From an optimization exercise on the open Yosys and OpenROAD flow, aimed at small area, a short achievable clock period and few clock cycles; shortcuts taken in it are not production practice. In this exercise RTL edits were held to simulation tests only and were not proved equivalent to the original.

==> inputs of job 8886 <==
==> flow/design.v (excerpt) <==
module riscv_core #(
    parameter int                          ADDR_WIDTH = 20,
    parameter logic [core_pkg::XLEN-1:0]   RESET_PC   = '0
) (
    input  logic                      clk,
    input  logic                      rst,
    output logic [ADDR_WIDTH-1:0]     paddr,
    output logic                      psel,
    output logic                      penable,
    output logic                      pwrite,
    output logic [core_pkg::XLEN-1:0] pwdata,
    output logic [3:0]                pstrb,
    input  logic [core_pkg::XLEN-1:0] prdata,
    input  logic                      pready
);
export LEC_CHECK = 0
export CAP_MARGIN = 20
export CORE_MARGIN = 2
export CORE_UTILIZATION = 40
export SLEW_MARGIN = 20
create_clock -name core_clock -period 10.0 [get_ports {clk}]
standard.sh (not shown) runs the stock make flow with config.mk's settings and CLKGATE_MAP_FILE= SYNTH_SCRIPT=/design/flow/synth_recipe.tcl, a recipe that flattens the netlist after the stock synthesis.
==> flow/flow/run.sh <==
#!/bin/bash
# Standard layout, with timing repair aimed at a tighter period than the
# constraint's 10 ns (slack margin 6.8 ns). Full tool output goes to make.log.
set -euo pipefail
bash standard.sh finish SETUP_SLACK_MARGIN=6.8 > make.log 2>&1
==> job 9154: changes against job 8886 <==
--- a/flow/design.v
+++ b/flow/design.v
@@ -116,16 +116,17 @@
     logic [19:2] addr_q;        
     logic        addr1_q;       
     logic        bus_fetch;     
     logic        fetch_ok;      
     logic [31:0] ir;            
     logic        ir_v;
     logic [19:1] pc;            
     logic [31:1] sel1, sel2;    
+    logic        jal_q, bwd_q;  
     logic [1:0]  e_st;
     logic [31:0] op_a, op_b;    
     logic [4:0]  e_rd;
     logic        e_cin, e_sra;
     logic        e_add, e_sll, e_slt, e_sltu, e_xor, e_sr, e_or, e_and;
     logic        e_link;        
     logic        e_wb;          
     logic        e_jalr;
@@ -156,17 +157,17 @@
     logic        is_imm, is_reg, is_beq, is_bne, ld_ok, is_alu, d_sub, d_sll;
     assign opc = ir[6:2];
     assign f3  = ir[14:12];
     assign rd  = ir[11:7];
     assign rs1 = ir[19:15];
     assign rs2 = ir[24:20];
     assign is_lui   = (opc == OPC_LUI);
     assign is_auipc = (opc == OPC_AUIPC);
-    assign is_jal   = (opc == OPC_JAL);
+    assign is_jal   = jal_q;
     assign is_jalr  = (opc == OPC_JALR);
     assign is_br    = (opc == OPC_BRANCH);
     assign is_load  = (opc == OPC_LOAD);
     assign is_store = (opc == OPC_STORE);
     assign is_imm   = (opc == OPC_IMM);
     assign is_reg   = (opc == OPC_REG);
     assign is_beq   = is_br && (f3 == 3'b000);
     assign is_bne   = is_br && (f3 == 3'b001);
@@ -195,17 +196,17 @@
     assign rs2_val = byp2 ? res_q : rs2_raw;
     logic hazard, d_go;
     logic [31:0] rs1_rev;
     always_comb begin
         for (int i = 0; i < 32; i++) rs1_rev[i] = rs1_val[31-i];
     end
     assign hazard = hazard_q;
     logic is_bwd, d_jump;
-    assign is_bwd = (is_beq || is_bne) && ir[31];
+    assign is_bwd = bwd_q;
     assign d_jump = is_jal || is_bwd;
     assign d_go   = ir_v && (e_st == E_EMPTY) && !hazard && !(d_jump && psel);
     alu u_alu (
         .a(op_a), .b(op_b), .cin(e_cin), .sra(e_sra),
         .s_add(e_add), .s_sll(e_sll), .s_slt(e_slt), .s_sltu(e_sltu),
         .s_xor(e_xor), .s_sr(e_sr), .s_or(e_or), .s_and(e_and),
         .sum(alu_sum), .result(alu_res)
     );
@@ -328,16 +329,18 @@
                          is_lui || is_auipc || is_alu)) begin
                 e_st <= E_EXEC;
             end
         end
     end
     always_ff @(posedge clk) begin
         if (fetch_done && !kill) begin
             ir <= prdata;
+            jal_q <= (prdata[6:2] == OPC_JAL);
+            bwd_q <= (prdata[6:2] == OPC_BRANCH) && (prdata[14:13] == 2'b00) && prdata[31];
             for (int i = 1; i < 32; i++) begin
                 sel1[i] <= (prdata[19:15] == 5'(i));
                 sel2[i] <= (prdata[24:20] == 5'(i));
             end
         end
         res_q <= e_link ? {12'd0, inc_out, 1'b0} : alu_res;
         if (d_go) begin
             op_a    <= is_lui ? 32'd0 :
==> flow/flow/run.sh (replaced) <==
#!/bin/bash
# Standard layout, with timing repair aimed at a tighter period than the
# constraint's 10 ns (slack margin 6.8 ns), a clock tree built without dummy
# loads, and adders left to ABC instead of mapped onto full-adder cells.
# Full tool output goes to make.log.
set -euo pipefail
bash standard.sh finish SETUP_SLACK_MARGIN=6.8 ADDER_MAP_FILE= \
    "CTS_ARGS=-sink_clustering_enable -repair_clock_nets -dont_use_dummy_load" > make.log 2>&1
==> job 5841: changes against job 8886 <==
--- a/flow/design.v
+++ b/flow/design.v
@@ -116,16 +116,17 @@
     logic [19:2] addr_q;        
     logic        addr1_q;       
     logic        bus_fetch;     
     logic        fetch_ok;      
     logic [31:0] ir;            
     logic        ir_v;
     logic [19:1] pc;            
     logic [31:1] sel1, sel2;    
+    logic        jal_q, bwd_q;  
     logic [1:0]  e_st;
     logic [31:0] op_a, op_b;    
     logic [4:0]  e_rd;
     logic        e_cin, e_sra;
     logic        e_add, e_sll, e_slt, e_sltu, e_xor, e_sr, e_or, e_and;
     logic        e_link;        
     logic        e_wb;          
     logic        e_jalr;
@@ -156,17 +157,17 @@
     logic        is_imm, is_reg, is_beq, is_bne, ld_ok, is_alu, d_sub, d_sll;
     assign opc = ir[6:2];
     assign f3  = ir[14:12];
     assign rd  = ir[11:7];
     assign rs1 = ir[19:15];
     assign rs2 = ir[24:20];
     assign is_lui   = (opc == OPC_LUI);
     assign is_auipc = (opc == OPC_AUIPC);
-    assign is_jal   = (opc == OPC_JAL);
+    assign is_jal   = jal_q;
     assign is_jalr  = (opc == OPC_JALR);
     assign is_br    = (opc == OPC_BRANCH);
     assign is_load  = (opc == OPC_LOAD);
     assign is_store = (opc == OPC_STORE);
     assign is_imm   = (opc == OPC_IMM);
     assign is_reg   = (opc == OPC_REG);
     assign is_beq   = is_br && (f3 == 3'b000);
     assign is_bne   = is_br && (f3 == 3'b001);
@@ -195,17 +196,17 @@
     assign rs2_val = byp2 ? res_q : rs2_raw;
     logic hazard, d_go;
     logic [31:0] rs1_rev;
     always_comb begin
         for (int i = 0; i < 32; i++) rs1_rev[i] = rs1_val[31-i];
     end
     assign hazard = hazard_q;
     logic is_bwd, d_jump;
-    assign is_bwd = (is_beq || is_bne) && ir[31];
+    assign is_bwd = bwd_q;
     assign d_jump = is_jal || is_bwd;
     assign d_go   = ir_v && (e_st == E_EMPTY) && !hazard && !(d_jump && psel);
     alu u_alu (
         .a(op_a), .b(op_b), .cin(e_cin), .sra(e_sra),
         .s_add(e_add), .s_sll(e_sll), .s_slt(e_slt), .s_sltu(e_sltu),
         .s_xor(e_xor), .s_sr(e_sr), .s_or(e_or), .s_and(e_and),
         .sum(alu_sum), .result(alu_res)
     );
@@ -328,16 +329,18 @@
                          is_lui || is_auipc || is_alu)) begin
                 e_st <= E_EXEC;
             end
         end
     end
     always_ff @(posedge clk) begin
         if (fetch_done && !kill) begin
             ir <= prdata;
+            jal_q <= (prdata[6:2] == OPC_JAL);
+            bwd_q <= (prdata[6:2] == OPC_BRANCH) && (prdata[14:13] == 2'b00) && prdata[31];
             for (int i = 1; i < 32; i++) begin
                 sel1[i] <= (prdata[19:15] == 5'(i));
                 sel2[i] <= (prdata[24:20] == 5'(i));
             end
         end
         res_q <= e_link ? {12'd0, inc_out, 1'b0} : alu_res;
         if (d_go) begin
             op_a    <= is_lui ? 32'd0 :
==> flow/flow/run.sh (replaced) <==
#!/bin/bash
# Standard layout, with timing repair aimed at a tighter period than the
# constraint's 10 ns (slack margin 6.8 ns), a clock tree with larger sink
# clusters (30 flip-flops per leaf buffer) built without dummy loads, and
# adders left to ABC instead of mapped onto full-adder cells.
# Full tool output goes to make.log.
set -euo pipefail
bash standard.sh finish SETUP_SLACK_MARGIN=6.8 ADDER_MAP_FILE= \
    "CTS_ARGS=-sink_clustering_enable -repair_clock_nets -dont_use_dummy_load -sink_clustering_size 30 -sink_clustering_max_diameter 80" > make.log 2>&1
==> job 9456: changes against job 8886 <==
--- a/flow/design.v
+++ b/flow/design.v
@@ -18,17 +18,17 @@
     input  logic        sra,
     input  logic        s_add, s_sll, s_slt, s_sltu, s_xor, s_sr, s_or, s_and,
     output logic [31:0] sum,
     output logic [31:0] result
 );
     logic [32:0] sum33;
     logic        lt, ltu;
     logic [31:0] sh, sh_rev;
-    add_pp #(.W(32)) u_add (.a(a), .b(b), .cin(cin), .sum(sum33[31:0]), .cout(sum33[32]));
+    assign sum33 = {1'b0, a} + {1'b0, b} + {32'd0, cin};
     assign sum   = sum33[31:0];
     assign ltu   = !sum33[32];
     assign lt    = (a[31] == b[31]) ? a[31] : sum33[31];
     assign sh = 32'($signed({sra & a[31], a}) >>> b[4:0]);
     always_comb begin
         for (int i = 0; i < 32; i++) sh_rev[i] = sh[31-i];
     end
     assign result = ({32{s_add}}  & sum) |
@@ -60,45 +60,16 @@
         rs1_data = '0;
         rs2_data = '0;
         for (int i = 1; i < 32; i++) begin
             rs1_data = rs1_data | (regs[i] & {32{sel1[i]}});
             rs2_data = rs2_data | (regs[i] & {32{sel2[i]}});
         end
     end
 endmodule
-module add_pp #(
-    parameter int W = 32
-) (
-    input  logic [W-1:0] a,
-    input  logic [W-1:0] b,
-    input  logic         cin,
-    output logic [W-1:0] sum,
-    output logic         cout
-);
-    logic [W-1:0] p, g, pp, gg;
-    always_comb begin
-        p  = a ^ b;
-        g  = a & b;
-        gg = g;
-        pp = p;
-        gg[0] = g[0] | (p[0] & cin);
-        pp[0] = 1'b0;
-        for (int k = 0; (1 << k) < W; k++) begin
-            for (int i = 0; i < W; i++) begin
-                if ((i >> k) & 1) begin
-                    gg[i] = gg[i] | (pp[i] & gg[((i >> k) << k) - 1]);
-                    pp[i] = pp[i] & pp[((i >> k) << k) - 1];
-                end
-            end
-        end
-        sum  = p ^ {gg[W-2:0], cin};
-        cout = gg[W-1];
-    end
-endmodule
 import core_pkg::*;
 module riscv_core #(
     parameter int                          ADDR_WIDTH = 20,
     parameter logic [core_pkg::XLEN-1:0]   RESET_PC   = '0
 ) (
     input  logic                      clk,
     input  logic                      rst,
     output logic [ADDR_WIDTH-1:0]     paddr,
@@ -128,30 +99,28 @@
     logic        e_add, e_sll, e_slt, e_sltu, e_xor, e_sr, e_or, e_and;
     logic        e_link;        
     logic        e_wb;          
     logic        e_jalr;
     logic        e_mem;         
     logic        e_store;
     logic        e_br;          
     logic        e_bne;
-    logic        e_pred;        
     logic [1:0]  e_size;        
     logic [1:0]  e_off;         
     logic        w_alu;         
     logic        w_ld;          
     logic [31:0] res_q;
     logic bus_free, fetch_done, data_done;
     assign bus_free   = !psel || (penable && pready);
     assign fetch_done = penable && pready && bus_fetch;
     assign data_done  = penable && pready && !bus_fetch;
     logic [19:1] inc_in, inc_out;
     assign inc_in  = (penable && bus_fetch) ? {addr_q, addr1_q} : pc;
-    add_pp #(.W(18)) u_inc (.a(inc_in[19:2]), .b(18'd0), .cin(1'b1), .sum(inc_out[19:2]), .cout());
-    assign inc_out[1] = inc_in[1];
+    assign inc_out = inc_in + 19'd2;
     logic [4:0]  opc;
     logic [2:0]  f3;
     logic [4:0]  rs1, rs2, rd;
     logic [31:0] i_imm, s_imm, u_imm;
     logic [19:1] b_off, j_off, tgt;
     logic        is_lui, is_auipc, is_jal, is_jalr, is_br, is_load, is_store;
     logic        is_imm, is_reg, is_beq, is_bne, ld_ok, is_alu, d_sub, d_sll;
     assign opc = ir[6:2];
@@ -174,66 +143,60 @@
     assign is_alu   = is_imm || is_reg;
     assign d_sub    = is_alu && ((f3 == 3'b000 && is_reg && ir[30]) || f3[2:1] == 2'b01);
     assign d_sll    = is_alu && (f3 == 3'b001);
     assign i_imm = {{20{ir[31]}}, ir[31:20]};
     assign s_imm = {{20{ir[31]}}, ir[31:25], ir[11:7]};
     assign u_imm = {ir[31:12], 12'd0};
     assign b_off = {{8{ir[31]}}, ir[7], ir[30:25], ir[11:8]};
     assign j_off = {ir[19:12], ir[20], ir[30:21]};
-    add_pp #(.W(19)) u_tgt (.a(pc), .b(is_jal ? j_off : b_off), .cin(1'b0), .sum(tgt), .cout());
+    assign tgt   = pc + (is_jal ? j_off : b_off);
     logic [31:0] rs1_raw, rs2_raw, rs1_val, rs2_val, wdata, alu_sum, alu_res, ld_data;
     logic        byp1, byp2;
     reg_file u_reg_file (
         .clk(clk), .sel1(sel1), .sel2(sel2), .rd(e_rd),
         .we(w_alu || w_ld), .wdata(wdata),
         .rs1_data(rs1_raw), .rs2_data(rs2_raw)
     );
-    logic [4:0] nx_rs1, nx_rs2;
-    logic       hazard_q;
-    assign nx_rs1 = (fetch_done && !kill) ? prdata[19:15] : rs1;
-    assign nx_rs2 = (fetch_done && !kill) ? prdata[24:20] : rs2;
+    assign byp1    = w_alu && (rs1 == e_rd);
+    assign byp2    = w_alu && (rs2 == e_rd);
     assign rs1_val = byp1 ? res_q : rs1_raw;
     assign rs2_val = byp2 ? res_q : rs2_raw;
     logic hazard, d_go;
     logic [31:0] rs1_rev;
     always_comb begin
         for (int i = 0; i < 32; i++) rs1_rev[i] = rs1_val[31-i];
     end
-    assign hazard = hazard_q;
-    logic is_bwd, d_jump;
-    assign is_bwd = (is_beq || is_bne) && ir[31];
-    assign d_jump = is_jal || is_bwd;
-    assign d_go   = ir_v && (e_st == E_EMPTY) && !hazard && !(d_jump && psel);
+    assign hazard = w_ld && (rs1 == e_rd || rs2 == e_rd);
+    assign d_go   = ir_v && (e_st == E_EMPTY) && !hazard && !(is_jal && psel);
     alu u_alu (
         .a(op_a), .b(op_b), .cin(e_cin), .sra(e_sra),
         .s_add(e_add), .s_sll(e_sll), .s_slt(e_slt), .s_sltu(e_sltu),
         .s_xor(e_xor), .s_sr(e_sr), .s_or(e_or), .s_and(e_and),
         .sum(alu_sum), .result(alu_res)
     );
     logic kill;
-    assign kill = (e_st == E_EXEC) && e_br && (((op_b == 32'd0) != e_bne) != e_pred);
+    assign kill = (e_st == E_EXEC) && e_br && ((op_b == 32'd0) != e_bne);
     logic [31:0] ld_shift;
     assign ld_shift = op_b >> {e_off, 3'b000};
     always_comb begin
         case (e_size)
             2'b00:   ld_data = {{24{ld_shift[7]}}, ld_shift[7:0]};
             2'b01:   ld_data = {{16{ld_shift[15]}}, ld_shift[15:0]};
             default: ld_data = op_b;
         endcase
     end
     assign wdata = w_ld ? ld_data : res_q;
     logic start_data, start_jalr, start_br, start_redir, start_seq;
     logic in_ctrl, fetch_go;
     assign start_data  = (e_st == E_EXEC) && e_mem && bus_free;
     assign start_jalr  = (e_st == E_EXEC) && e_jalr && bus_free;
-    assign start_br    = d_go && d_jump;
+    assign start_br    = d_go && is_jal;
     assign start_redir = kill && bus_free;
-    assign in_ctrl  = prdata[6:4] == 3'b110 &&
-                      (prdata[2] || (prdata[3] == 1'b0 && prdata[14:13] == 2'b00 && prdata[31]));
+    assign in_ctrl  = prdata[6:4] == 3'b110 && prdata[2];
     assign fetch_go = fetch_done ? !in_ctrl : fetch_ok;
     assign start_seq = bus_free && fetch_go && !(e_st == E_EXEC && e_mem) &&
                        !(fetch_done && d_go && ((is_load && ld_ok) || is_store)) &&
                        !start_br && !start_jalr && !kill;
     logic [3:0] st_mask;
     always_comb begin
         case (e_size)
             2'b00:   st_mask = 4'b0001 << alu_sum[1:0];
@@ -285,35 +248,28 @@
             pwrite  <= 1'b0;
             pstrb   <= 4'b0000;
         end
     end
     always_ff @(posedge clk) begin
         if (!rst) begin
             ir_v  <= 1'b0;
             e_st  <= E_EMPTY;
-            w_alu    <= 1'b0;
-            w_ld     <= 1'b0;
-            byp1     <= 1'b0;
-            byp2     <= 1'b0;
-            hazard_q <= 1'b0;
+            w_alu <= 1'b0;
+            w_ld  <= 1'b0;
             pc    <= 19'h7FFFE;     
         end else begin
             if (fetch_done && !kill) begin
                 ir_v <= 1'b1;
                 pc   <= {addr_q, addr1_q};
             end else if (d_go || kill) begin
                 ir_v <= 1'b0;
             end
-            w_alu    <= (e_st == E_EXEC) && e_wb && !e_mem;
-            w_ld     <= (e_st == E_MEM) && data_done && !e_store && e_wb;
-            byp1     <= (e_st == E_EXEC) && e_wb && !e_mem && (nx_rs1 == e_rd);
-            byp2     <= (e_st == E_EXEC) && e_wb && !e_mem && (nx_rs2 == e_rd);
-            hazard_q <= (e_st == E_MEM) && data_done && !e_store && e_wb &&
-                        (nx_rs1 == e_rd || nx_rs2 == e_rd);
+            w_alu <= (e_st == E_EXEC) && e_wb && !e_mem;
+            w_ld  <= (e_st == E_MEM) && data_done && !e_store && e_wb;
             case (e_st)
                 E_EXEC: begin
                     if (e_mem) begin
                         if (bus_free) e_st <= E_MEM;
                     end else if (e_jalr || kill) begin
                         if (bus_free) e_st <= E_EMPTY;
                     end else begin
                         e_st <= E_EMPTY;
@@ -333,20 +289,22 @@
     always_ff @(posedge clk) begin
         if (fetch_done && !kill) begin
             ir <= prdata;
             for (int i = 1; i < 32; i++) begin
                 sel1[i] <= (prdata[19:15] == 5'(i));
                 sel2[i] <= (prdata[24:20] == 5'(i));
             end
         end
-        res_q <= e_link ? {12'd0, inc_out, 1'b0} : alu_res;
+        if ((e_st == E_EXEC) && e_wb && !e_mem) begin
+            res_q <= e_link ? {12'd0, inc_out, 1'b0} : alu_res;
+        end
         if (d_go) begin
             op_a    <= is_lui ? 32'd0 :
-                       (is_auipc || is_br) ? {12'd0, is_bwd ? inc_out : is_br ? tgt : pc, 1'b0} :
+                       (is_auipc || is_br) ? {12'd0, is_br ? tgt : pc, 1'b0} :
                        d_sll ? rs1_rev : rs1_val;
             op_b    <= is_br ? rs1_val ^ rs2_val :
                        is_reg ? (d_sub ? ~rs2_val : rs2_val) :
                        is_imm ? (d_sub ? ~i_imm : i_imm) :
                        is_store ? s_imm :
                        (is_lui || is_auipc) ? u_imm : i_imm;
             e_rd    <= rd;
             e_cin   <= d_sub;
@@ -361,17 +319,16 @@
             e_and   <= is_alu && f3 == 3'b111;
             e_wb    <= (is_lui || is_auipc || is_alu || is_jal || is_jalr || is_load) && rd != 5'd0;
             e_link  <= is_jal || is_jalr;
             e_jalr  <= is_jalr;
             e_mem   <= is_load || is_store;
             e_store <= is_store;
             e_br    <= is_beq || is_bne;
             e_bne   <= is_bne;
-            e_pred  <= is_bwd;
             e_size  <= f3[1:0];
             pwdata  <= (f3[1:0] == 2'b00) ? {4{rs2_val[7:0]}} :
                        (f3[1:0] == 2'b01) ? {2{rs2_val[15:0]}} : rs2_val;
         end else if (data_done && !e_store) begin
             op_b <= prdata;
         end
         if (start_data) begin
             e_off <= alu_sum[1:0];
==> flow/run.sh (new file) <==
#!/bin/bash
# synth_recipe.tcl (not shown) runs the flow's synth.tcl, then flattens the netlist and writes it again
# the make line also repeats each setting of config.mk as NAME=value (left out here)
make -C /OpenROAD-flow-scripts/flow DESIGN_CONFIG=/design/flow/config.mk WORK_HOME=/design/flow/orfs CLKGATE_MAP_FILE= SYNTH_SCRIPT=/design/flow/synth_recipe.tcl finish
==> flow/config.mk (replaced) <==
export PLATFORM = sky130hd
export DESIGN_NAME = riscv_core
export DESIGN_NICKNAME = riscv_core
export VERILOG_FILES = /design/flow/design.v
export SDC_FILE = /design/flow/constraint.sdc
export NUM_CORES = 4
export LEC_CHECK = 0
export CAP_MARGIN = 20
export CORE_MARGIN = 2
export CORE_UTILIZATION = 40
export SETUP_SLACK_MARGIN = 5
export SLEW_MARGIN = 20
removed: flow/flow/run.sh
removed: flow/standard.sh
==> impl.org <==
** Outcome
- Result of the run :: timing/DRC/antenna clean

** Final layout
- Non-filler cells in the finished layout :: between 7k and 8k

** Global routing
- In the global route stage, met3 resource usage came out at between 15 and 20%.

** Synthesis
- Post-synth top area share :: about three fifths
- Post-Syn Instances :: around 5k

** Detailed routing
- Final Routed Wirelength :: slightly above 300000 um

** CTS
- Post CTS Setup Buffer Count :: roughly 150
- Clock transition time at the flip-flop clock pins of the worst setup and hold paths :: 110 ps
-- figures above: job 5841

==> impl.org <==
** Outcome
- The flow ran to the end and the layout has no timing, DRC or antenna violations.

** Synthesis
- Post-Syn Instances :: 4956
- Post-synth top area share :: ~60%

** CTS
- In this run the deepest clock path goes through 3 buffers.
- Level count of the clock H-tree :: 4
- Once the clock tree was built, the setup fixing pass inserted 0 buffers.

** Detailed routing
- Final Routed Wirelength :: about 310000 um

** Global routing
- Global routing consumed, on the met3 layer, 15.2% of the routing resources.

** Final layout
- Final design instance area without fill :: 71500 sq um
-- figures above: job 9456

==> impl.org <==
** Outcome
- Result of the run :: timing/DRC/antenna clean

** Synthesis
- Post-synth top area share :: about three fifths
- Leading post-synthesis cells by cell area :: sky130_fd_sc_hd__edfxtp_1, sky130_fd_sc_hd__a221oi_1, sky130_fd_sc_hd__a22o_1
- Post-Syn Instances :: approximately 5k

** CTS
- Post CTS Setup Buffer Count :: around 120
- Clock-pin slew was measured on the worst setup and hold paths at roughly 50 ps.

** Final layout
- Non-filler cells in the finished layout :: 7398
- Layout sequential cell count :: ~1.3k

** Setup path
- Grouping stages by cell kind, the critical path spends the most delay in compound AO/OA/AOI/OAI gates.
-- figures above: job 9154

==> impl.org <==
** Outcome
- Result of the run :: timing/DRC/antenna clean

** Detailed routing
- Starting DRT DRC Count :: 13.4k
- After detailed routing, the total wire length is roughly 320000 um.

** CTS
- Post-cts gate resize count :: between 500 and 600
- Clock transition time at the flip-flop clock pins of the worst setup and hold paths :: around 70 ps

** Global routing
- Global routing used approximately 17% of the available met3 tracks.

** Synthesis
- Post-Syn Instances :: 4949
- Post-synth top area share :: 59.7%
-- figures above: job 8886

Testbench counts of job 8886, summed over its fixed seeds: cycles 105,220.
Testbench counts of job 9154, summed over its fixed seeds: cycles 105,220.
Testbench counts of job 5841, summed over its fixed seeds: cycles 105,220.
Testbench counts of job 9456, summed over its fixed seeds: cycles 106,772.

## afterwards: timing with drivers on the ports
In the flow no input, the clock included, has a driving cell. The finished layouts below were timed again as built, in two steps.
Step 1, drivers: a clkbuf_16 drives clk and a buf_2 each remaining input, both assumed.
Step 2, shift: input delay + t, output delay - t, t = (earliest + latest rising clock arrival at the registers) / 2. This alone moves slack from input paths to output paths.
Three values: no drivers, after step 1, after step 2; two values: the first two.
run	shift t [ns]	setup slack, ns	hold slack, ns	worst register clock-pin slew, ns
job 8886	0.861	6.224 / 6.224 / 5.978	0.484 / 0.484 / 0.484	0.07 / 0.07
job 9154	0.852	6.566 / 6.519 / 5.987	0.486 / 0.486 / 0.486	0.07 / 0.07
job 5841	0.770	6.580 / 6.576 / 5.989	0.468 / 0.468 / 0.468	0.12 / 0.12
job 9456	0.864	5.534 / 5.534 / 4.954	0.460 / 0.460 / 0.460	0.07 / 0.07
After both steps setup and hold are still met in every run listed. The setup slack of job 5841, which loses most, moves by -0.004 ns with the drivers and by -0.591 ns with both steps.
